This design comes from an exercise in tuning for small area on the open sky130 flow, not from production work.
The RTL was checked by simulation tests, not by an equivalence proof against the original design. No driver is modelled on the clock port, so clocking that relies on it looks cheaper here than on a real chip.

Setup of red:
## tile_display_top
module tile_display_top
(
   input  wire        clk_36MHz,
   input  wire        arst_n,
   input  wire        req,
   input  wire [15:0] cmd,    
   output wire        ack,
   output wire [24:0] vga     
);
clock: 27.7 ns
lec_check: 0
abc_area: 1
cap_margin: 20
core_margin: 2
core_utilization: 55
cts_buf_list: sky130_fd_sc_hd__clkbuf_16
cts_cluster_diameter: 80
cts_cluster_size: 32
place_density: 0.7
slew_margin: 20
run.sh (not shown) runs the stock make flow with config.mk's settings and CLKGATE_MAP_FILE= SYNTH_SCRIPT=/design/flow/synth_recipe.tcl, a recipe that flattens the netlist after the stock synthesis.
Edits applied to the flow inputs when going from red to blue:
==> flow/flow/run.sh (new file) <==
#!/bin/bash
# The standard layout (standard.sh, unchanged synthesis), with two changes:
# port buffers use buf_1, and CTS inserts no dummy loads.
# Each tool's output goes to its own log under orfs/logs; make's to flow.log.
set -euo pipefail
export BUFFER_PORTS_ARGS="-buffer_cell sky130_fd_sc_hd__buf_1"
export CTS_ARGS="-sink_clustering_enable -repair_clock_nets -dont_use_dummy_load -buf_list sky130_fd_sc_hd__clkbuf_16 -sink_clustering_size 32 -sink_clustering_max_diameter 80"
bash standard.sh > flow.log 2>&1
==> flow/standard.sh (new file) <==
#!/bin/bash
# synth_recipe.tcl (not shown) runs the flow's synth.tcl, then flattens the netlist and writes it again
# the make line also repeats each setting of config.mk as NAME=value (left out here)
make -C /OpenROAD-flow-scripts/flow DESIGN_CONFIG=/design/flow/config.mk WORK_HOME=/design/flow/orfs CLKGATE_MAP_FILE= SYNTH_SCRIPT=/design/flow/synth_recipe.tcl "${@:-finish}"
removed: flow/run.sh
Setup WNS red -> blue: better
The standard cells in blue occupy less silicon area than those in red do.
Worst slack at placement on blue is up relative to red.

* * *

Another version of the RTL of tile_display_top (not shown whole).
Size: roughly 960 flip-flops, ~45 I/O pins, about 24000 um^2 of cells after synthesis.
==> flow/config.mk <==
export PLATFORM = sky130hd
export DESIGN_NAME = tile_display_top
export DESIGN_NICKNAME = tile_display_top
export VERILOG_FILES = /design/flow/design.v
export SDC_FILE = /design/flow/constraint.sdc
export NUM_CORES = 4
export LEC_CHECK = 0
export ABC_AREA = 1
export CAP_MARGIN = 20
export CORE_MARGIN = 2
export CORE_UTILIZATION = 55
export CTS_BUF_LIST = sky130_fd_sc_hd__clkbuf_16
export CTS_CLUSTER_DIAMETER = 80
export CTS_CLUSTER_SIZE = 32
export PLACE_DENSITY = 0.7
export SLEW_MARGIN = 20
==> flow/constraint.sdc <==
create_clock -name core_clock -period 27.7 [get_ports {clk_36MHz}]
set_input_delay 5.5400 -clock core_clock [delete_from_list [all_inputs] [get_ports {clk_36MHz}]]
set_output_delay 5.5400 -clock core_clock [all_outputs]
set_load 0.01 [all_outputs]
standard.sh (not shown) runs the stock make flow with config.mk's settings and CLKGATE_MAP_FILE= SYNTH_SCRIPT=/design/flow/synth_recipe.tcl, a recipe that flattens the netlist after the stock synthesis.
==> flow/flow/run.sh <==
#!/bin/bash
# The standard layout (standard.sh), with three changes:
#  - synthesis maps the logic with an area-only ABC script (strash; dch;
#    map -a) instead of ORFS's abc_area.script; registers are mapped
#    before ABC runs, so they are the standard synthesis's;
#  - port buffers use buf_1;
#  - CTS inserts no dummy loads.
# Each tool's output goes to its own log under orfs/logs; make's output
# goes to synth.log and flow.log here.
set -euo pipefail
W=$PWD
rm -rf "$W/synth_scripts"
cp -r "$FLOW_HOME/scripts" "$W/synth_scripts"
printf 'strash\ndch\nmap -a\ntopo\nstime -c\n' > "$W/synth_scripts/abc_area.script"
SCRIPTS_DIR="$W/synth_scripts" bash standard.sh synth > synth.log 2>&1
export BUFFER_PORTS_ARGS="-buffer_cell sky130_fd_sc_hd__buf_1"
export CTS_ARGS="-sink_clustering_enable -repair_clock_nets -dont_use_dummy_load -buf_list sky130_fd_sc_hd__clkbuf_8 -sink_clustering_size 18 -sink_clustering_max_diameter 60"
bash standard.sh > flow.log 2>&1
Rerun with:
--- a/flow/flow/run.sh
+++ b/flow/flow/run.sh
@@ -16,3 +16,3 @@
 export BUFFER_PORTS_ARGS="-buffer_cell sky130_fd_sc_hd__buf_1"
-export CTS_ARGS="-sink_clustering_enable -repair_clock_nets -dont_use_dummy_load -buf_list sky130_fd_sc_hd__clkbuf_8 -sink_clustering_size 18 -sink_clustering_max_diameter 60"
+export CTS_ARGS="-sink_clustering_enable -repair_clock_nets -dont_use_dummy_load -buf_list sky130_fd_sc_hd__clkbuf_16 -sink_clustering_size 32 -sink_clustering_max_diameter 80"
 bash standard.sh > flow.log 2>&1
Outcome:
- die area does not change
- core utilization rose by 0.17 points
- global-route usage decreases by 0.13 points
- cell area stays flat
- area after synthesis does not change
- maximum frequency climbs slightly
- clock-buffer cell count came out lower by 24
- hold slack gets better by 0.024 ns

re-timing with driven ports:
The results above use ideal ports. As a check the final layouts listed here were re-extracted and re-timed, cells and wires unchanged.
Step 1 (the two cells are an assumption about what drives the block):
set clk [get_ports {clk_36MHz}]
set_driving_cell -lib_cell sky130_fd_sc_hd__clkbuf_16 $clk
set_driving_cell -lib_cell sky130_fd_sc_hd__buf_2 [delete_from_list [all_inputs] $clk]
Step 2 adds t to the input delays and takes it off the output delays; t is the mean of the earliest and latest rising clock arrival at the registers after step 1. Input paths then give back, and output paths get back, about the clock's delay inside the block.
Three values: ideal ports, drivers, drivers and shift; two values: the first two.
run | shift t [ns] | setup slack, ns | cell pins on the clock port's net
red | 0.617 | 19.384 / 19.328 / 19.946 | 1
blue | 0.623 | 19.724 / 19.666 / 20.289 | 1
the first run of note 2 | 0.699 | 19.501 / 19.451 / 20.150 | 1
the second run of note 2 | 0.620 | 19.594 / 19.542 / 20.162 | 1
After both steps every run listed still meets setup and hold.
